From an optimization exercise on the open Yosys and OpenROAD flow, aimed at small area; shortcuts taken in it are not production practice. The RTL was checked by simulation tests, not by an equivalence proof against the original design.

## flow/design.v (module list and top-level ports; edited modules follow where they fit)
// module mac_round_sat: 28 lines
// module mac_fa: 7 lines
// module mac_ha: 7 lines
// module mac_pps: 6 lines
// module mac_cpa: 276 lines
// module mac_nch_acc: 993 lines
module mac_nch_acc #(
    parameter int DW     = 18,
    parameter int CW     = 28,
    parameter int NCH    = 4,
    parameter int GUARD  = 2,
    parameter int OSHIFT = 24,
    parameter int OW     = 20
) (
    input  logic                         clk,
    input  logic                         rst,
    input  logic                         iv,
    input  logic [DW-1:0]                din,
    input  logic [CW-1:0]                cin,
    input  logic [((NCH <= 1) ? 1 : $clog2(NCH))-1:0]     ch,
    input  logic                         first,
    input  logic                         last,
    output logic [OW-1:0]                dout,
    output logic [((NCH <= 1) ? 1 : $clog2(NCH))-1:0]     och,
    output logic                         ov,
    output logic                         ovf
);
  // ...
==> flow/flow/run.sh <==
#!/bin/bash
# Layout flow: the standard flow (standard.sh, with the standard synthesis
# unchanged) with
#  - plain buf_1 port buffers instead of the default delay-cell port buffers,
#  - clock tree synthesis without dummy loads, with clkbuf_4 buffers and
#    clusters of at most 10 sinks within 40 um.
# Each make run's full output goes to its own log file in this folder; ORFS's
# per-step logs are under orfs/logs/.
set -euo pipefail
bash standard.sh synth > flow_synth.log 2>&1
bash standard.sh \
    "BUFFER_PORTS_ARGS=-buffer_cell sky130_fd_sc_hd__buf_1" \
    "CTS_ARGS=-sink_clustering_enable -repair_clock_nets -dont_use_dummy_load -buf_list sky130_fd_sc_hd__clkbuf_4 -sink_clustering_size 10 -sink_clustering_max_diameter 40" \
    finish > flow_layout.log 2>&1
==> flow/standard.sh <==
#!/bin/bash
# synth_recipe.tcl (not shown) runs the flow's synth.tcl, then flattens the netlist and writes it again
# the make line also repeats each setting of config.mk as NAME=value (left out here)
make -C /OpenROAD-flow-scripts/flow DESIGN_CONFIG=/design/flow/config.mk WORK_HOME=/design/flow/orfs CLKGATE_MAP_FILE= SYNTH_SCRIPT=/design/flow/synth_recipe.tcl "${@:-finish}"
==> flow/config.mk <==
export PLATFORM = sky130hd
export DESIGN_NAME = mac_nch_acc
export DESIGN_NICKNAME = mac_nch_acc
export VERILOG_FILES = /design/flow/design.v
export SDC_FILE = /design/flow/constraint.sdc
export NUM_CORES = 4
export LEC_CHECK = 0
export CAP_MARGIN = 20
export CORE_MARGIN = 2
export CORE_UTILIZATION = 60
export SLEW_MARGIN = 20
export SYNTH_HIERARCHICAL = 1
export SYNTH_MINIMUM_KEEP_SIZE = 0
==> flow/constraint.sdc <==
create_clock -name core_clock -period 7.5 [get_ports {clk}]
set_input_delay 1.5000 -clock core_clock [delete_from_list [all_inputs] [get_ports {clk}]]
set_output_delay 1.5000 -clock core_clock [all_outputs]
set_load 0.01 [all_outputs]
==> impl_metrics.ini, run 1 <==
[run_status]
status = no timing/DRC/antenna violations

[cells_and_area]
most-common-layout-cells = 255 x fa_1, 216 x a222oi_1, 192 x edfxtp_1
multi_input_area_share = 0.505
fin_cells = 2243
buf_share = 0.0401
dominant_cells = multi-input gates
clockNetworkAreaShare = 0.0165

[floorplan]
die_h_um = 195
initial_core_util = 0.611
ioPinCount = 77

[logic_synthesis]
ys_seq_area_frac = 0.426
synth-compound-area-share = 0.175
synthSimpleGateAreaFrac = 0.0450
syn_nets = 2022
yosysWarnings = 7
syn-cell-area_sq_um = 21900

[setup_path]
cp.depth = 22
cp_max_fo = 5
worst_path_most_repeated_cell = fa_1
start_kind = flop

[timing]
postLayoutSetupSlackWorst_ns = 0.333
worstMarginPinSlew_ns = 1.10
skew_ns = 0.139
holdWs_ns = 0.285

[worst_hold_path]
whs_endpoint = r4[5]
min_path_cells = 0

[routing]
wl_per_cell_um = 27.7
vias = 15800
routed_wl_mm = 62.1
drc_errors = 0
routed-wl-met3_mm = 7.83

[global_route]
grtUsageMet2 = 0.472

[place]
place_area_sq_um = 23200

[cts]
post_cts_resized = 0
==> run 2: changes to the inputs <==
--- a/flow/config.mk
+++ b/flow/config.mk
@@ -9,3 +9,3 @@
 export CORE_MARGIN = 2
-export CORE_UTILIZATION = 60
+export CORE_UTILIZATION = 50
 export SLEW_MARGIN = 20
==> run 2 against run 1 <==
  * Utilization is 11 points lower
  * Die area is 20% higher
  * Sequential cell count stayed put
  * Sequential share of layout area is 0.18 points lower
  * Final cell count is 5.3% higher
  * Synthesized area stayed put
  * Synthesized cell count stayed put
  * Critical path depth is 1 higher
  * Critical endpoint unchanged
==> impl_metrics.ini, run 2 <==
[run_status]
status = no timing/DRC/antenna violations

[place]
place_inst = 2307
place_area_sq_um = 23300
gp_congestion = 0.951
port-buffer-count = 76
dp_hpwl_mm = 44.6

[cells_and_area]
fin_area_sq_um = 23700
fin_cells = 2363
fin_nets = 2196
syn2layout_area_growth_pct = 8.65
final_common_cell = fa_1
most-common-layout-cells = 255 x fa_1, 216 x a222oi_1, 192 x edfxtp_1
fillers = 3617
fin_util = 0.551
drive_gt1_frac = 0.114

[setup_path]
worst-setup-path-type = flop to flop
cp_max_fo = 3
worstPathArrival_ns = 7.89
required_ns = 8.15
end_kind = flop
cp.buffers_inverters = 0
slowest_delay_ns = 0.55
critPathSlowestCell = or4_1
cp_cell_sequence = mux2i_1 -> ha_1 -> fa_1 -> fa_1 -> fa_1 -> fa_1 -> fa_1 -> fa_1 -> fa_1 -> fa_1 -> fa_2 -> a211oi_2 -> o21ai_2 -> o2111ai_4 -> a21o_2 -> nand2_1 -> a21o_1 -> a21o_1 -> fa_1 -> xor2_2 -> nand4_1 -> or4_1 -> nor3_2
worst_path_most_repeated_cell = fa_1
critical-path-top-delay-family = adder cells
start_kind = flop

[timing]
clock.fmax_mhz = 138
hold_viol = 0
period_needed_ns = 7.24
final.setup.tns_ns = 0
skew_ns = 0.141
slew_headroom = 0.325
drv_slew = 0
setup_violations = 0
worstMarginPinSlew_ns = 1.01
period_share = 0.965
rsz0062_at_grt = no

[cts]
cts_tree = yes
cts-hold-fix-buffers = 0
cts_buffer_depth = 3
cts-root-buf = clkbuf_4
cts-buffers-inserted = 53
path_clk_slew_ns = 0.10
cts_max_level = 2
clock_sinks = 361
insertion_delay_ns = 0.80

[global_route]
gr-usage-met1 = 0.412
groute.layer.met3.usage = 0.0728
grt_pass1_vias = 15700
top_usage_layer = met1
grt_pass1_wl_mm = 95.8
grtUsageMet2 = 0.411
overflow = 0
grt_max_degree = 50
antenna_found_initial = 3
grt_usage = 0.282

[logic_synthesis]
synth.distinct_cells = 63
synth_edf_count = 192
yosysMostFrequentCell = fa_1
yosys.area.top_type = edfxtp_1
synth_xor_area_frac = 0.0116
syn-cell-area_sq_um = 21900
synth_seq_cells = 361
ys_seq_area_frac = 0.426
synth_top_area_share = 0.264
synth_commonest_cells = 256 x fa_1, 216 x a222oi_1, 192 x edfxtp_1
synthSimpleGateAreaFrac = 0.0450
syn_area_per_cell_sq_um = 13.6
yosysWarnings = 7
synth_cells = 1604
synth_top_family_by_area = adder cells
synth-main-ff-cell = edfxtp_1
synth-compound-area-share = 0.175
syn_nets = 2022
ys_async_sr_fraction = 0.0886
yosys-top-cells-area = edfxtp_1 26%, fa_1 23%, dfxtp_1 13%
synthMuxAreaShare = 0.0160
synthAdderAreaFrac = 0.297

[floorplan]
coreArea_sq_um = 43100
ioPinCount = 77
dieWidth_um = 213
initial_core_util = 0.507
placementRows = 76
die-area_sq_um = 45400
die_h_um = 213

[routing]
via_per_inst = 6.62
wl_per_cell_um = 26.3
initialDrtViolationCount = 3322
vias = 15600
routed_wl_mm = 62.2
ant_nets = 0
dr.pass1.iters = 21
drc_errors = 0

[flow_run]
maxCapViolations = 0

[worst_hold_path]
hold_path_class = flop to flop
-- run 2: cell counts after synthesis --
No cell type changed its count.
-- run 2: path summary, 6_finish.rpt --
kind                             from       end  slack (ns)  depth (start not counted)
worst min register to register  r3[6]     r4[6]        0.27                          0
worst max-delay path            c1[0]        o2        0.26                         23
worst min-delay path            r3[6]     r4[6]        0.27                          0
max in group asynchronous         rst      z[0]        6.31                          3
worst max register to register  c1[0]        o2        0.26                         23
min in group asynchronous         rst  dout[14]        0.76                          3
-- run 2: kinds of logic (layout without fill, tap and decap cells) --
logic type,Yosys count,in the layout
compound gates,461,461
fa+ha+maj,365,365
flops,361,361
simple gates,196,196
buf+inv,159,331
mux,32,32
xor+xnor,29,29
other cells,1,3
-- run 2: stage by stage --
| step | hold slack, ns | worst slack (ns) |
|---|---|---|
| after floorplan | 0.310 | 0.117 |
| after global placement | 0.311 | 0.203 |
| after detailed placement | 0.312 | 0.0540 |
| after CTS | 0.268 | 0.0430 |
| after global routing | 0.279 | 0.0101 |
| final | 0.270 | 0.264 |
-- run 2: area by class of cell --
cell class / count / area, sq um / area share
Antenna cell: 2 / 5.00 / 0.000211
Multi-Input combinational cell: 1084 / 11900 / 0.503
Sequential cell: 361 / 9320 / 0.392
Inverter: 121 / 454 / 0.0191
Tap cell: 585 / 732 / 0.0308
Timing Repair Buffer: 157 / 893 / 0.0376
Clock buffer: 53 / 398 / 0.0168
-- run 2: timing repair --
action	in CTS	in global routing
setup endpoints to repair	0	1
gates resized for setup	0	8
buffers inserted	0	1
-- run 2: routing by layer --
layer	up-vias	wire length (um)	share of wire
met4	4	2230	0.036
met1	7690	26200	0.42
met3	164	7620	0.12
met5	-	27	0.00043
li1	6680	-	-
met2	1094	26100	0.42
-- run 2: modules after synthesis (local to each module, per instance), a selection --
module,copies in the design,flip-flops and latches,cell area (sq um),cells
mac_cpa,1,0,1680,183
mac_fa,236,0,20.0,1
mac_ha,52,0,12.5,1
mac_pps,216,0,10.0,1
mac_nch_acc,1,361,12300,863
-- run 2: worst register-to-register path: cells and delay by family (launching register included) --
kind | cells | cell delay [ns]
DFF | 1 | 0.37
AOI/OAI and AO/OA | 6 | 1.19
and+or+nand+nor | 4 | 0.92
xor gates and xnor gates | 1 | 0.20
adders and majority gates | 11 | 4.31
muxes | 1 | 0.20
==> module mac_cpa, before the edit <==
module mac_cpa (input logic [47:0] a, b, output logic [47:0] s);
  logic [8:0] rc;
  assign rc[0] = 1'b0;
  mac_fa u_r0 (.a(a[0]), .b(b[0]), .c(rc[0]), .s(s[0]), .co(rc[1]));
  mac_fa u_r1 (.a(a[1]), .b(b[1]), .c(rc[1]), .s(s[1]), .co(rc[2]));
  mac_fa u_r2 (.a(a[2]), .b(b[2]), .c(rc[2]), .s(s[2]), .co(rc[3]));
  mac_fa u_r3 (.a(a[3]), .b(b[3]), .c(rc[3]), .s(s[3]), .co(rc[4]));
  mac_fa u_r4 (.a(a[4]), .b(b[4]), .c(rc[4]), .s(s[4]), .co(rc[5]));
  mac_fa u_r5 (.a(a[5]), .b(b[5]), .c(rc[5]), .s(s[5]), .co(rc[6]));
  mac_fa u_r6 (.a(a[6]), .b(b[6]), .c(rc[6]), .s(s[6]), .co(rc[7]));
  mac_fa u_r7 (.a(a[7]), .b(b[7]), .c(rc[7]), .s(s[7]), .co(rc[8]));
  logic [40:0] g0, p0;
  assign g0[0] = rc[8];
  assign p0[0] = 1'b0;
  assign g0[40:1] = a[47:8] & b[47:8];
  assign p0[40:1] = a[47:8] ^ b[47:8];
  logic gg1, pp1;
  assign gg1 = g0[1] | (p0[1] & g0[0]);
  assign pp1 = p0[1] & p0[0];
  logic gg2, pp2;
  assign gg2 = g0[3] | (p0[3] & g0[2]);
  assign pp2 = p0[3] & p0[2];
  logic gg3, pp3;
  assign gg3 = g0[5] | (p0[5] & g0[4]);
  assign pp3 = p0[5] & p0[4];
  logic gg4, pp4;
  assign gg4 = g0[7] | (p0[7] & g0[6]);
  assign pp4 = p0[7] & p0[6];
  logic gg5, pp5;
  assign gg5 = g0[9] | (p0[9] & g0[8]);
  assign pp5 = p0[9] & p0[8];
  logic gg6, pp6;
  assign gg6 = g0[11] | (p0[11] & g0[10]);
  assign pp6 = p0[11] & p0[10];
  logic gg7, pp7;
  assign gg7 = g0[13] | (p0[13] & g0[12]);
  assign pp7 = p0[13] & p0[12];
  logic gg8, pp8;
  assign gg8 = g0[15] | (p0[15] & g0[14]);
  assign pp8 = p0[15] & p0[14];
  logic gg9, pp9;
  assign gg9 = g0[17] | (p0[17] & g0[16]);
  assign pp9 = p0[17] & p0[16];
  logic gg10, pp10;
  assign gg10 = g0[19] | (p0[19] & g0[18]);
  assign pp10 = p0[19] & p0[18];
  logic gg11, pp11;
  assign gg11 = g0[21] | (p0[21] & g0[20]);
  assign pp11 = p0[21] & p0[20];
  logic gg12, pp12;
  assign gg12 = g0[23] | (p0[23] & g0[22]);
  assign pp12 = p0[23] & p0[22];
  logic gg13, pp13;
  assign gg13 = g0[25] | (p0[25] & g0[24]);
  assign pp13 = p0[25] & p0[24];
  logic gg14, pp14;
  assign gg14 = g0[27] | (p0[27] & g0[26]);
  assign pp14 = p0[27] & p0[26];
  logic gg15, pp15;
  assign gg15 = g0[29] | (p0[29] & g0[28]);
  assign pp15 = p0[29] & p0[28];
  logic gg16, pp16;
  assign gg16 = g0[31] | (p0[31] & g0[30]);
  assign pp16 = p0[31] & p0[30];
  logic gg17, pp17;
  assign gg17 = g0[33] | (p0[33] & g0[32]);
  assign pp17 = p0[33] & p0[32];
  logic gg18, pp18;
  assign gg18 = g0[35] | (p0[35] & g0[34]);
  assign pp18 = p0[35] & p0[34];
  logic gg19, pp19;
  assign gg19 = g0[37] | (p0[37] & g0[36]);
  assign pp19 = p0[37] & p0[36];
  logic gg20, pp20;
  assign gg20 = g0[39] | (p0[39] & g0[38]);
  assign pp20 = p0[39] & p0[38];
  logic gg21, pp21;
  assign gg21 = gg2 | (pp2 & gg1);
  assign pp21 = pp2 & pp1;
  logic gg22, pp22;
  assign gg22 = gg4 | (pp4 & gg3);
  assign pp22 = pp4 & pp3;
  logic gg23, pp23;
  assign gg23 = gg6 | (pp6 & gg5);
  assign pp23 = pp6 & pp5;
  logic gg24, pp24;
  assign gg24 = gg8 | (pp8 & gg7);
  assign pp24 = pp8 & pp7;
  logic gg25, pp25;
  assign gg25 = gg10 | (pp10 & gg9);
  assign pp25 = pp10 & pp9;
  logic gg26, pp26;
  assign gg26 = gg12 | (pp12 & gg11);
  assign pp26 = pp12 & pp11;
  logic gg27, pp27;
  assign gg27 = gg14 | (pp14 & gg13);
  assign pp27 = pp14 & pp13;
  logic gg28, pp28;
  assign gg28 = gg16 | (pp16 & gg15);
  assign pp28 = pp16 & pp15;
  logic gg29, pp29;
  assign gg29 = gg18 | (pp18 & gg17);
  assign pp29 = pp18 & pp17;
  logic gg30, pp30;
  assign gg30 = gg20 | (pp20 & gg19);
  assign pp30 = pp20 & pp19;
  logic gg31, pp31;
  assign gg31 = gg22 | (pp22 & gg21);
  assign pp31 = pp22 & pp21;
  logic gg32, pp32;
  assign gg32 = gg24 | (pp24 & gg23);
  assign pp32 = pp24 & pp23;
  logic gg33, pp33;
  assign gg33 = gg26 | (pp26 & gg25);
  assign pp33 = pp26 & pp25;
  logic gg34, pp34;
  assign gg34 = gg28 | (pp28 & gg27);
  assign pp34 = pp28 & pp27;
  logic gg35, pp35;
  assign gg35 = gg30 | (pp30 & gg29);
  assign pp35 = pp30 & pp29;
  logic gg36, pp36;
  assign gg36 = gg32 | (pp32 & gg31);
  assign pp36 = pp32 & pp31;
  logic gg37, pp37;
  assign gg37 = gg34 | (pp34 & gg33);
  assign pp37 = pp34 & pp33;
  logic gg38, pp38;
  assign gg38 = gg37 | (pp37 & gg36);
  assign pp38 = pp37 & pp36;
  logic gg39, pp39;
  assign gg39 = gg33 | (pp33 & gg36);
  assign pp39 = pp33 & pp36;
  logic gg40, pp40;
  assign gg40 = gg35 | (pp35 & gg38);
  assign pp40 = pp35 & pp38;
  logic gg41, pp41;
  assign gg41 = gg23 | (pp23 & gg31);
  assign pp41 = pp23 & pp31;
  logic gg42, pp42;
  assign gg42 = gg25 | (pp25 & gg36);
  assign pp42 = pp25 & pp36;
  logic gg43, pp43;
  assign gg43 = gg27 | (pp27 & gg39);
  assign pp43 = pp27 & pp39;
  logic gg44, pp44;
  assign gg44 = gg29 | (pp29 & gg38);
  assign pp44 = pp29 & pp38;
  logic gg45, pp45;
  assign gg45 = gg3 | (pp3 & gg21);
  assign pp45 = pp3 & pp21;
  logic gg46, pp46;
  assign gg46 = gg5 | (pp5 & gg31);
  assign pp46 = pp5 & pp31;
  logic gg47, pp47;
  assign gg47 = gg7 | (pp7 & gg41);
  assign pp47 = pp7 & pp41;
  logic gg48, pp48;
  assign gg48 = gg9 | (pp9 & gg36);
  assign pp48 = pp9 & pp36;
  logic gg49, pp49;
  assign gg49 = gg11 | (pp11 & gg42);
  assign pp49 = pp11 & pp42;
  logic gg50, pp50;
  assign gg50 = gg13 | (pp13 & gg39);
  assign pp50 = pp13 & pp39;
  logic gg51, pp51;
  assign gg51 = gg15 | (pp15 & gg43);
  assign pp51 = pp15 & pp43;
  logic gg52, pp52;
  assign gg52 = gg17 | (pp17 & gg38);
  assign pp52 = pp17 & pp38;
  logic gg53, pp53;
  assign gg53 = gg19 | (pp19 & gg44);
  assign pp53 = pp19 & pp44;
  logic gg54, pp54;
  assign gg54 = g0[2] | (p0[2] & gg1);
  assign pp54 = p0[2] & pp1;
  logic gg55, pp55;
  assign gg55 = g0[4] | (p0[4] & gg21);
  assign pp55 = p0[4] & pp21;
  logic gg56, pp56;
  assign gg56 = g0[6] | (p0[6] & gg45);
  assign pp56 = p0[6] & pp45;
  logic gg57, pp57;
  assign gg57 = g0[8] | (p0[8] & gg31);
  assign pp57 = p0[8] & pp31;
  logic gg58, pp58;
  assign gg58 = g0[10] | (p0[10] & gg46);
  assign pp58 = p0[10] & pp46;
  logic gg59, pp59;
  assign gg59 = g0[12] | (p0[12] & gg41);
  assign pp59 = p0[12] & pp41;
  logic gg60, pp60;
  assign gg60 = g0[14] | (p0[14] & gg47);
  assign pp60 = p0[14] & pp47;
  logic gg61, pp61;
  assign gg61 = g0[16] | (p0[16] & gg36);
  assign pp61 = p0[16] & pp36;
  logic gg62, pp62;
  assign gg62 = g0[18] | (p0[18] & gg48);
  assign pp62 = p0[18] & pp48;
  logic gg63, pp63;
  assign gg63 = g0[20] | (p0[20] & gg42);
  assign pp63 = p0[20] & pp42;
  logic gg64, pp64;
  assign gg64 = g0[22] | (p0[22] & gg49);
  assign pp64 = p0[22] & pp49;
  logic gg65, pp65;
  assign gg65 = g0[24] | (p0[24] & gg39);
  assign pp65 = p0[24] & pp39;
  logic gg66, pp66;
  assign gg66 = g0[26] | (p0[26] & gg50);
  assign pp66 = p0[26] & pp50;
  logic gg67, pp67;
  assign gg67 = g0[28] | (p0[28] & gg43);
  assign pp67 = p0[28] & pp43;
  logic gg68, pp68;
  assign gg68 = g0[30] | (p0[30] & gg51);
  assign pp68 = p0[30] & pp51;
  logic gg69, pp69;
  assign gg69 = g0[32] | (p0[32] & gg38);
  assign pp69 = p0[32] & pp38;
  logic gg70, pp70;
  assign gg70 = g0[34] | (p0[34] & gg52);
  assign pp70 = p0[34] & pp52;
  logic gg71, pp71;
  assign gg71 = g0[36] | (p0[36] & gg44);
  assign pp71 = p0[36] & pp44;
  logic gg72, pp72;
  assign gg72 = g0[38] | (p0[38] & gg53);
  assign pp72 = p0[38] & pp53;
  logic gg73, pp73;
  assign gg73 = g0[40] | (p0[40] & gg40);
  assign pp73 = p0[40] & pp40;
  assign s[8] = p0[1] ^ g0[0];
  assign s[9] = p0[2] ^ gg1;
  assign s[10] = p0[3] ^ gg54;
  assign s[11] = p0[4] ^ gg21;
  assign s[12] = p0[5] ^ gg55;
  assign s[13] = p0[6] ^ gg45;
  assign s[14] = p0[7] ^ gg56;
  assign s[15] = p0[8] ^ gg31;
  assign s[16] = p0[9] ^ gg57;
  assign s[17] = p0[10] ^ gg46;
  assign s[18] = p0[11] ^ gg58;
  assign s[19] = p0[12] ^ gg41;
  assign s[20] = p0[13] ^ gg59;
  assign s[21] = p0[14] ^ gg47;
  assign s[22] = p0[15] ^ gg60;
  assign s[23] = p0[16] ^ gg36;
  assign s[24] = p0[17] ^ gg61;
  assign s[25] = p0[18] ^ gg48;
  assign s[26] = p0[19] ^ gg62;
  assign s[27] = p0[20] ^ gg42;
  assign s[28] = p0[21] ^ gg63;
  assign s[29] = p0[22] ^ gg49;
  assign s[30] = p0[23] ^ gg64;
  assign s[31] = p0[24] ^ gg39;
  assign s[32] = p0[25] ^ gg65;
  assign s[33] = p0[26] ^ gg50;
  assign s[34] = p0[27] ^ gg66;
  assign s[35] = p0[28] ^ gg43;
  assign s[36] = p0[29] ^ gg67;
  assign s[37] = p0[30] ^ gg51;
  assign s[38] = p0[31] ^ gg68;
  assign s[39] = p0[32] ^ gg38;
  assign s[40] = p0[33] ^ gg69;
  assign s[41] = p0[34] ^ gg52;
  assign s[42] = p0[35] ^ gg70;
  assign s[43] = p0[36] ^ gg44;
  assign s[44] = p0[37] ^ gg71;
  assign s[45] = p0[38] ^ gg53;
  assign s[46] = p0[39] ^ gg72;
  assign s[47] = p0[40] ^ gg40;
endmodule
==> run 3: changes to the inputs <==
--- a/flow/design.v
+++ b/flow/design.v
@@ -49,3 +49,3 @@
 module mac_cpa (input logic [47:0] a, b, output logic [47:0] s);
-  logic [8:0] rc;
+  logic [6:0] rc;
   assign rc[0] = 1'b0;
@@ -57,9 +57,7 @@
   mac_fa u_r5 (.a(a[5]), .b(b[5]), .c(rc[5]), .s(s[5]), .co(rc[6]));
-  mac_fa u_r6 (.a(a[6]), .b(b[6]), .c(rc[6]), .s(s[6]), .co(rc[7]));
-  mac_fa u_r7 (.a(a[7]), .b(b[7]), .c(rc[7]), .s(s[7]), .co(rc[8]));
-  logic [40:0] g0, p0;
-  assign g0[0] = rc[8];
+  logic [42:0] g0, p0;
+  assign g0[0] = rc[6];
   assign p0[0] = 1'b0;
-  assign g0[40:1] = a[47:8] & b[47:8];
-  assign p0[40:1] = a[47:8] ^ b[47:8];
+  assign g0[42:1] = a[47:6] & b[47:6];
+  assign p0[42:1] = a[47:6] ^ b[47:6];
   logic gg1, pp1;
@@ -125,200 +123,211 @@
   logic gg21, pp21;
-  assign gg21 = gg2 | (pp2 & gg1);
-  assign pp21 = pp2 & pp1;
+  assign gg21 = g0[41] | (p0[41] & g0[40]);
+  assign pp21 = p0[41] & p0[40];
   logic gg22, pp22;
-  assign gg22 = gg4 | (pp4 & gg3);
-  assign pp22 = pp4 & pp3;
+  assign gg22 = gg2 | (pp2 & gg1);
+  assign pp22 = pp2 & pp1;
   logic gg23, pp23;
-  assign gg23 = gg6 | (pp6 & gg5);
-  assign pp23 = pp6 & pp5;
+  assign gg23 = gg4 | (pp4 & gg3);
+  assign pp23 = pp4 & pp3;
   logic gg24, pp24;
-  assign gg24 = gg8 | (pp8 & gg7);
-  assign pp24 = pp8 & pp7;
+  assign gg24 = gg6 | (pp6 & gg5);
+  assign pp24 = pp6 & pp5;
   logic gg25, pp25;
-  assign gg25 = gg10 | (pp10 & gg9);
-  assign pp25 = pp10 & pp9;
+  assign gg25 = gg8 | (pp8 & gg7);
+  assign pp25 = pp8 & pp7;
   logic gg26, pp26;
-  assign gg26 = gg12 | (pp12 & gg11);
-  assign pp26 = pp12 & pp11;
+  assign gg26 = gg10 | (pp10 & gg9);
+  assign pp26 = pp10 & pp9;
   logic gg27, pp27;
-  assign gg27 = gg14 | (pp14 & gg13);
-  assign pp27 = pp14 & pp13;
+  assign gg27 = gg12 | (pp12 & gg11);
+  assign pp27 = pp12 & pp11;
   logic gg28, pp28;
-  assign gg28 = gg16 | (pp16 & gg15);
-  assign pp28 = pp16 & pp15;
+  assign gg28 = gg14 | (pp14 & gg13);
+  assign pp28 = pp14 & pp13;
   logic gg29, pp29;
-  assign gg29 = gg18 | (pp18 & gg17);
-  assign pp29 = pp18 & pp17;
+  assign gg29 = gg16 | (pp16 & gg15);
+  assign pp29 = pp16 & pp15;
   logic gg30, pp30;
-  assign gg30 = gg20 | (pp20 & gg19);
-  assign pp30 = pp20 & pp19;
+  assign gg30 = gg18 | (pp18 & gg17);
+  assign pp30 = pp18 & pp17;
   logic gg31, pp31;
-  assign gg31 = gg22 | (pp22 & gg21);
-  assign pp31 = pp22 & pp21;
+  assign gg31 = gg20 | (pp20 & gg19);
+  assign pp31 = pp20 & pp19;
   logic gg32, pp32;
-  assign gg32 = gg24 | (pp24 & gg23);
-  assign pp32 = pp24 & pp23;
+  assign gg32 = gg23 | (pp23 & gg22);
+  assign pp32 = pp23 & pp22;
   logic gg33, pp33;
-  assign gg33 = gg26 | (pp26 & gg25);
-  assign pp33 = pp26 & pp25;
+  assign gg33 = gg25 | (pp25 & gg24);
+  assign pp33 = pp25 & pp24;
   logic gg34, pp34;
-  assign gg34 = gg28 | (pp28 & gg27);
-  assign pp34 = pp28 & pp27;
+  assign gg34 = gg27 | (pp27 & gg26);
+  assign pp34 = pp27 & pp26;
   logic gg35, pp35;
-  assign gg35 = gg30 | (pp30 & gg29);
-  assign pp35 = pp30 & pp29;
+  assign gg35 = gg29 | (pp29 & gg28);
+  assign pp35 = pp29 & pp28;
   logic gg36, pp36;
-  assign gg36 = gg32 | (pp32 & gg31);
-  assign pp36 = pp32 & pp31;
+  assign gg36 = gg31 | (pp31 & gg30);
+  assign pp36 = pp31 & pp30;
   logic gg37, pp37;
-  assign gg37 = gg34 | (pp34 & gg33);
-  assign pp37 = pp34 & pp33;
+  assign gg37 = gg33 | (pp33 & gg32);
+  assign pp37 = pp33 & pp32;
   logic gg38, pp38;
-  assign gg38 = gg37 | (pp37 & gg36);
-  assign pp38 = pp37 & pp36;
+  assign gg38 = gg35 | (pp35 & gg34);
+  assign pp38 = pp35 & pp34;
   logic gg39, pp39;
-  assign gg39 = gg33 | (pp33 & gg36);
-  assign pp39 = pp33 & pp36;
+  assign gg39 = gg38 | (pp38 & gg37);
+  assign pp39 = pp38 & pp37;
   logic gg40, pp40;
-  assign gg40 = gg35 | (pp35 & gg38);
-  assign pp40 = pp35 & pp38;
+  assign gg40 = gg34 | (pp34 & gg37);
+  assign pp40 = pp34 & pp37;
   logic gg41, pp41;
-  assign gg41 = gg23 | (pp23 & gg31);
-  assign pp41 = pp23 & pp31;
+  assign gg41 = gg36 | (pp36 & gg39);
+  assign pp41 = pp36 & pp39;
   logic gg42, pp42;
-  assign gg42 = gg25 | (pp25 & gg36);
-  assign pp42 = pp25 & pp36;
+  assign gg42 = gg24 | (pp24 & gg32);
+  assign pp42 = pp24 & pp32;
   logic gg43, pp43;
-  assign gg43 = gg27 | (pp27 & gg39);
-  assign pp43 = pp27 & pp39;
+  assign gg43 = gg26 | (pp26 & gg37);
+  assign pp43 = pp26 & pp37;
   logic gg44, pp44;
-  assign gg44 = gg29 | (pp29 & gg38);
-  assign pp44 = pp29 & pp38;
+  assign gg44 = gg28 | (pp28 & gg40);
+  assign pp44 = pp28 & pp40;
   logic gg45, pp45;
-  assign gg45 = gg3 | (pp3 & gg21);
-  assign pp45 = pp3 & pp21;
+  assign gg45 = gg30 | (pp30 & gg39);
+  assign pp45 = pp30 & pp39;
   logic gg46, pp46;
-  assign gg46 = gg5 | (pp5 & gg31);
-  assign pp46 = pp5 & pp31;
+  assign gg46 = gg3 | (pp3 & gg22);
+  assign pp46 = pp3 & pp22;
   logic gg47, pp47;
-  assign gg47 = gg7 | (pp7 & gg41);
-  assign pp47 = pp7 & pp41;
+  assign gg47 = gg5 | (pp5 & gg32);
+  assign pp47 = pp5 & pp32;
   logic gg48, pp48;
-  assign gg48 = gg9 | (pp9 & gg36);
-  assign pp48 = pp9 & pp36;
+  assign gg48 = gg7 | (pp7 & gg42);
+  assign pp48 = pp7 & pp42;
   logic gg49, pp49;
-  assign gg49 = gg11 | (pp11 & gg42);
-  assign pp49 = pp11 & pp42;
+  assign gg49 = gg9 | (pp9 & gg37);
+  assign pp49 = pp9 & pp37;
   logic gg50, pp50;
-  assign gg50 = gg13 | (pp13 & gg39);
-  assign pp50 = pp13 & pp39;
+  assign gg50 = gg11 | (pp11 & gg43);
+  assign pp50 = pp11 & pp43;
   logic gg51, pp51;
-  assign gg51 = gg15 | (pp15 & gg43);
-  assign pp51 = pp15 & pp43;
+  assign gg51 = gg13 | (pp13 & gg40);
+  assign pp51 = pp13 & pp40;
   logic gg52, pp52;
-  assign gg52 = gg17 | (pp17 & gg38);
-  assign pp52 = pp17 & pp38;
+  assign gg52 = gg15 | (pp15 & gg44);
+  assign pp52 = pp15 & pp44;
   logic gg53, pp53;
-  assign gg53 = gg19 | (pp19 & gg44);
-  assign pp53 = pp19 & pp44;
+  assign gg53 = gg17 | (pp17 & gg39);
+  assign pp53 = pp17 & pp39;
   logic gg54, pp54;
-  assign gg54 = g0[2] | (p0[2] & gg1);
-  assign pp54 = p0[2] & pp1;
+  assign gg54 = gg19 | (pp19 & gg45);
+  assign pp54 = pp19 & pp45;
   logic gg55, pp55;
-  assign gg55 = g0[4] | (p0[4] & gg21);
-  assign pp55 = p0[4] & pp21;
+  assign gg55 = gg21 | (pp21 & gg41);
+  assign pp55 = pp21 & pp41;
   logic gg56, pp56;
-  assign gg56 = g0[6] | (p0[6] & gg45);
-  assign pp56 = p0[6] & pp45;
+  assign gg56 = g0[2] | (p0[2] & gg1);
+  assign pp56 = p0[2] & pp1;
   logic gg57, pp57;
-  assign gg57 = g0[8] | (p0[8] & gg31);
-  assign pp57 = p0[8] & pp31;
+  assign gg57 = g0[4] | (p0[4] & gg22);
+  assign pp57 = p0[4] & pp22;
   logic gg58, pp58;
-  assign gg58 = g0[10] | (p0[10] & gg46);
-  assign pp58 = p0[10] & pp46;
+  assign gg58 = g0[6] | (p0[6] & gg46);
+  assign pp58 = p0[6] & pp46;
   logic gg59, pp59;
-  assign gg59 = g0[12] | (p0[12] & gg41);
-  assign pp59 = p0[12] & pp41;
+  assign gg59 = g0[8] | (p0[8] & gg32);
+  assign pp59 = p0[8] & pp32;
   logic gg60, pp60;
-  assign gg60 = g0[14] | (p0[14] & gg47);
-  assign pp60 = p0[14] & pp47;
+  assign gg60 = g0[10] | (p0[10] & gg47);
+  assign pp60 = p0[10] & pp47;
   logic gg61, pp61;
-  assign gg61 = g0[16] | (p0[16] & gg36);
-  assign pp61 = p0[16] & pp36;
+  assign gg61 = g0[12] | (p0[12] & gg42);
+  assign pp61 = p0[12] & pp42;
   logic gg62, pp62;
-  assign gg62 = g0[18] | (p0[18] & gg48);
-  assign pp62 = p0[18] & pp48;
+  assign gg62 = g0[14] | (p0[14] & gg48);
+  assign pp62 = p0[14] & pp48;
   logic gg63, pp63;
-  assign gg63 = g0[20] | (p0[20] & gg42);
-  assign pp63 = p0[20] & pp42;
+  assign gg63 = g0[16] | (p0[16] & gg37);
+  assign pp63 = p0[16] & pp37;
   logic gg64, pp64;
-  assign gg64 = g0[22] | (p0[22] & gg49);
-  assign pp64 = p0[22] & pp49;
+  assign gg64 = g0[18] | (p0[18] & gg49);
+  assign pp64 = p0[18] & pp49;
   logic gg65, pp65;
-  assign gg65 = g0[24] | (p0[24] & gg39);
-  assign pp65 = p0[24] & pp39;
+  assign gg65 = g0[20] | (p0[20] & gg43);
+  assign pp65 = p0[20] & pp43;
   logic gg66, pp66;
-  assign gg66 = g0[26] | (p0[26] & gg50);
-  assign pp66 = p0[26] & pp50;
+  assign gg66 = g0[22] | (p0[22] & gg50);
+  assign pp66 = p0[22] & pp50;
   logic gg67, pp67;
-  assign gg67 = g0[28] | (p0[28] & gg43);
-  assign pp67 = p0[28] & pp43;
+  assign gg67 = g0[24] | (p0[24] & gg40);
+  assign pp67 = p0[24] & pp40;
   logic gg68, pp68;
-  assign gg68 = g0[30] | (p0[30] & gg51);
-  assign pp68 = p0[30] & pp51;
+  assign gg68 = g0[26] | (p0[26] & gg51);
+  assign pp68 = p0[26] & pp51;
   logic gg69, pp69;
-  assign gg69 = g0[32] | (p0[32] & gg38);
-  assign pp69 = p0[32] & pp38;
+  assign gg69 = g0[28] | (p0[28] & gg44);
+  assign pp69 = p0[28] & pp44;
   logic gg70, pp70;
-  assign gg70 = g0[34] | (p0[34] & gg52);
-  assign pp70 = p0[34] & pp52;
+  assign gg70 = g0[30] | (p0[30] & gg52);
+  assign pp70 = p0[30] & pp52;
   logic gg71, pp71;
-  assign gg71 = g0[36] | (p0[36] & gg44);
-  assign pp71 = p0[36] & pp44;
+  assign gg71 = g0[32] | (p0[32] & gg39);
+  assign pp71 = p0[32] & pp39;
   logic gg72, pp72;
-  assign gg72 = g0[38] | (p0[38] & gg53);
-  assign pp72 = p0[38] & pp53;
+  assign gg72 = g0[34] | (p0[34] & gg53);
+  assign pp72 = p0[34] & pp53;
   logic gg73, pp73;
-  assign gg73 = g0[40] | (p0[40] & gg40);
-  assign pp73 = p0[40] & pp40;
-  assign s[8] = p0[1] ^ g0[0];
-  assign s[9] = p0[2] ^ gg1;
-  assign s[10] = p0[3] ^ gg54;
-  assign s[11] = p0[4] ^ gg21;
-  assign s[12] = p0[5] ^ gg55;
-  assign s[13] = p0[6] ^ gg45;
-  assign s[14] = p0[7] ^ gg56;
-  assign s[15] = p0[8] ^ gg31;
-  assign s[16] = p0[9] ^ gg57;
-  assign s[17] = p0[10] ^ gg46;
-  assign s[18] = p0[11] ^ gg58;
-  assign s[19] = p0[12] ^ gg41;
-  assign s[20] = p0[13] ^ gg59;
-  assign s[21] = p0[14] ^ gg47;
-  assign s[22] = p0[15] ^ gg60;
-  assign s[23] = p0[16] ^ gg36;
-  assign s[24] = p0[17] ^ gg61;
-  assign s[25] = p0[18] ^ gg48;
-  assign s[26] = p0[19] ^ gg62;
-  assign s[27] = p0[20] ^ gg42;
-  assign s[28] = p0[21] ^ gg63;
-  assign s[29] = p0[22] ^ gg49;
-  assign s[30] = p0[23] ^ gg64;
-  assign s[31] = p0[24] ^ gg39;
-  assign s[32] = p0[25] ^ gg65;
-  assign s[33] = p0[26] ^ gg50;
-  assign s[34] = p0[27] ^ gg66;
-  assign s[35] = p0[28] ^ gg43;
-  assign s[36] = p0[29] ^ gg67;
-  assign s[37] = p0[30] ^ gg51;
-  assign s[38] = p0[31] ^ gg68;
-  assign s[39] = p0[32] ^ gg38;
-  assign s[40] = p0[33] ^ gg69;
-  assign s[41] = p0[34] ^ gg52;
-  assign s[42] = p0[35] ^ gg70;
-  assign s[43] = p0[36] ^ gg44;
-  assign s[44] = p0[37] ^ gg71;
-  assign s[45] = p0[38] ^ gg53;
-  assign s[46] = p0[39] ^ gg72;
-  assign s[47] = p0[40] ^ gg40;
+  assign gg73 = g0[36] | (p0[36] & gg45);
+  assign pp73 = p0[36] & pp45;
+  logic gg74, pp74;
+  assign gg74 = g0[38] | (p0[38] & gg54);
+  assign pp74 = p0[38] & pp54;
+  logic gg75, pp75;
+  assign gg75 = g0[40] | (p0[40] & gg41);
+  assign pp75 = p0[40] & pp41;
+  logic gg76, pp76;
+  assign gg76 = g0[42] | (p0[42] & gg55);
+  assign pp76 = p0[42] & pp55;
+  assign s[6] = p0[1] ^ g0[0];
+  assign s[7] = p0[2] ^ gg1;
+  assign s[8] = p0[3] ^ gg56;
+  assign s[9] = p0[4] ^ gg22;
+  assign s[10] = p0[5] ^ gg57;
+  assign s[11] = p0[6] ^ gg46;
+  assign s[12] = p0[7] ^ gg58;
+  assign s[13] = p0[8] ^ gg32;
+  assign s[14] = p0[9] ^ gg59;
+  assign s[15] = p0[10] ^ gg47;
+  assign s[16] = p0[11] ^ gg60;
+  assign s[17] = p0[12] ^ gg42;
+  assign s[18] = p0[13] ^ gg61;
+  assign s[19] = p0[14] ^ gg48;
+  assign s[20] = p0[15] ^ gg62;
+  assign s[21] = p0[16] ^ gg37;
+  assign s[22] = p0[17] ^ gg63;
+  assign s[23] = p0[18] ^ gg49;
+  assign s[24] = p0[19] ^ gg64;
+  assign s[25] = p0[20] ^ gg43;
+  assign s[26] = p0[21] ^ gg65;
+  assign s[27] = p0[22] ^ gg50;
+  assign s[28] = p0[23] ^ gg66;
+  assign s[29] = p0[24] ^ gg40;
+  assign s[30] = p0[25] ^ gg67;
+  assign s[31] = p0[26] ^ gg51;
+  assign s[32] = p0[27] ^ gg68;
+  assign s[33] = p0[28] ^ gg44;
+  assign s[34] = p0[29] ^ gg69;
+  assign s[35] = p0[30] ^ gg52;
+  assign s[36] = p0[31] ^ gg70;
+  assign s[37] = p0[32] ^ gg39;
+  assign s[38] = p0[33] ^ gg71;
+  assign s[39] = p0[34] ^ gg53;
+  assign s[40] = p0[35] ^ gg72;
+  assign s[41] = p0[36] ^ gg45;
+  assign s[42] = p0[37] ^ gg73;
+  assign s[43] = p0[38] ^ gg54;
+  assign s[44] = p0[39] ^ gg74;
+  assign s[45] = p0[40] ^ gg41;
+  assign s[46] = p0[41] ^ gg75;
+  assign s[47] = p0[42] ^ gg55;
 endmodule
==> run 3 against run 2 <==
  * Still clean
  * Final cell count is 0.30% lower
  * Sequential cell count unchanged
  * Routed wire length shrank 2.9%
  * Synthesized area grew 0.53%
  * Count of clock-buffer cells in the layout shrank 4
  * Worst setup slack better by 0.31 ns
  * Synthesized cell count increased by 0.75%
  * Sequential share of layout area hardly changed
==> impl_metrics.ini, run 3 <==
[routing]
ant_nets = 0
wl_per_cell_um = 25.6
initialDrtViolationCount = 3139
vias = 15600
drc_errors = 0
dr.pass1.iters = 19
routed_wl_mm = 60.3
via_per_inst = 6.61

[logic_synthesis]
synth_seq_cells = 361
yosysMostFrequentCell = fa_1
yosysWarnings = 7
synth-main-ff-cell = edfxtp_1
synth.distinct_cells = 70
ys_seq_area_frac = 0.424
synth_top_area_share = 0.262
ys_async_sr_fraction = 0.0886
synth_commonest_cells = 255 x fa_1, 216 x a222oi_1, 192 x edfxtp_1
synth_cells = 1616
yosys.area.top_type = edfxtp_1
syn_nets = 2035
synth_edf_count = 192
syn_area_per_cell_sq_um = 13.6
yosys-top-cells-area = edfxtp_1 26%, fa_1 23%, dfxtp_1 12%
syn-cell-area_sq_um = 22000

[cts]
clock_sinks = 361
cts_setup_buffers = 0
path_clk_slew_ns = 0.09
cts-hold-fix-buffers = 0
cts_buffer_depth = 3
post_cts_resized = 0
cts_max_level = 2
cts-root-buf = clkbuf_4
cts-buffers-inserted = 49
cts_tree = yes
insertion_delay_ns = 0.76

[timing]
drv_slew = 0
slew_headroom = 0.231
rsz0062_at_grt = no
skew_ns = 0.0759
period_needed_ns = 6.93
final.setup.tns_ns = 0
period_share = 0.924
hold_viol = 0
worstMarginPinSlew_ns = 1.15
clock.fmax_mhz = 144
setup_violations = 0

[worst_hold_path]
hold_path_class = flop to flop
whs_endpoint = r4[16]
hp-start = r3[16]
min_path_cells = 0

[setup_path]
critPathSlowestCell = dfxtp_1
cp_max_fo = 25
worstPathArrival_ns = 7.47
worst-setup-path-type = flop to flop
reg2reg_slack_ns = 0.57
slowest_delay_ns = 0.78
cp_cell_sequence = inv_1 -> a222oi_1 -> fa_1 -> fa_1 -> fa_1 -> fa_1 -> fa_1 -> ha_1 -> a21oi_2 -> o22ai_2 -> a311oi_1 -> a21o_1 -> o21ai_4 -> a211oi_4 -> o21ai_1 -> nand3_1 -> nand2_1 -> fa_1 -> xor2_1
worst_path_most_repeated_cell = fa_1
reg2reg_to = acc2[44]
reg2regPathDepth = 19
end_kind = flop
required_ns = 8.04
startpoint = c1[27]
start_kind = flop
reg2reg_from = c1[27]

[flow_run]
maxCapViolations = 0

[run_status]
status = no timing/DRC/antenna violations

[cells_and_area]
final_common_cell = fa_1
multi_input_area_sq_um = 12000
syn2layout_area_growth_pct = 7.98
fillers = 3704
fin_area_sq_um = 23700
fin_nets = 2191
fin_util = 0.548
most-common-layout-cells = 255 x fa_1, 216 x a222oi_1, 192 x edfxtp_1
regArea_sq_um = 9320
fin_cells = 2356
drive_gt1_frac = 0.105

[floorplan]
placementRows = 76
dieWidth_um = 214
die-area_sq_um = 45600
coreArea_sq_um = 43300
initial_core_util = 0.508
die_h_um = 214
ioPinCount = 77

[place]
place_area_sq_um = 23300
port-buffer-count = 76
gp_congestion = 0.967
dp_hpwl_mm = 43.2
place_inst = 2306

[global_route]
grt_pass1_wl_mm = 93.1
grt_max_degree = 50
antenna_found_initial = 2
grt_pass1_vias = 15300
overflow = 0
grt_usage = 0.271
## run 3: kinds of logic after synthesis
family / synth area share
other: 0.000171
AND/OR/NAND/NOR: 0.0476
adder cells (fa/ha/maj): 0.296
buffers and inverters: 0.0290
XOR/XNOR: 0.0120
flip-flops: 0.424
AO/OA/AOI/OAI: 0.176
multiplexers: 0.0159
## run 3: how the worst max path moves through the flow
stage               endpoint  slack, ns  cells after the start
floorplan                 o2       0.90                     22
global placement    acc0[44]       0.71                     19
detailed placement  acc2[44]       0.58                     19
CTS                 acc2[44]       0.62                     19
global route        acc2[44]       0.17                     19
finish              acc2[44]       0.57                     19
## run 3: metrics by stage
step	hold slack (ns)	worst slack (ns)
2_1_floorplan	0.310	0.896
3_3_place_gp	0.311	0.714
3_5_place_dp	0.312	0.578
4_1_cts	0.306	0.620
5_1_grt	0.308	0.175
6_report	0.309	0.572
## run 3: critical path, delay by kind of cell, from the launching register on
kind / cells / cell delay, ns
fa+ha+maj: 7 / 3.07
buf+inv: 1 / 0.41
flops: 1 / 0.78
simple gates: 2 / 0.20
compound gates: 8 / 1.99
xor+xnor: 1 / 0.31
## run 3: cell type report
type | count | share of cell area
multi-input combinational | 1095 | 0.507
sequential | 361 | 0.393
timing repair buffer | 143 | 0.0343
tap | 585 | 0.0309
inverter | 122 | 0.0193
clock buffer | 49 | 0.0155
antenna | 1 | 0.000106
## run 3: layer usage
layer  track usage  routed length, um
met1         0.401              25800
met2         0.395              25700
met3        0.0699               7030
met4        0.0812               1790
met5             0                 13
## run 3: modules after synthesis, one instance, submodules excluded, a selection
module       times used  cells  flops+latches  area (sq um)
mac_cpa               1    197              0          1840
mac_fa              234      1              0          20.0
mac_ha               52      1              0          12.5
mac_nch_acc           1    863            361         12300
mac_pps             216      1              0          10.0

## what the ideal ports hide
How much do the figures lean on ideal ports? The routed layouts below were timed once more, with nothing changed but the port constraints.
Step 1 (the two cells are an assumption about what drives the block):
set clk [get_ports {clk}]
set_driving_cell -lib_cell sky130_fd_sc_hd__clkbuf_16 $clk
set_driving_cell -lib_cell sky130_fd_sc_hd__buf_2 [delete_from_list [all_inputs] $clk]
Step 2 times the ports against the registers' clock, not the clock port: input delays grow and output delays shrink by t, the midpoint of the rising clock arrivals with the driver on.
Three values: ideal ports, drivers, drivers and shift; two values: the first two.
run	shift t [ns]	slack for setup (ns)	hold slack, ns	latest minus earliest clock arrival (ns)	cell pins on the clock port's net
run 1	0.807	0.333 / 0.333 / 0.333	0.285 / 0.285 / 0.285	0.144 / 0.144	1
run 2	0.774	0.264 / 0.264 / 0.264	0.270 / 0.270 / 0.270	0.141 / 0.140	1
run 3	0.776	0.572 / 0.572 / 0.572	0.309 / 0.309 / 0.309	0.076 / 0.076	1
After both steps every run listed still meets setup and hold.
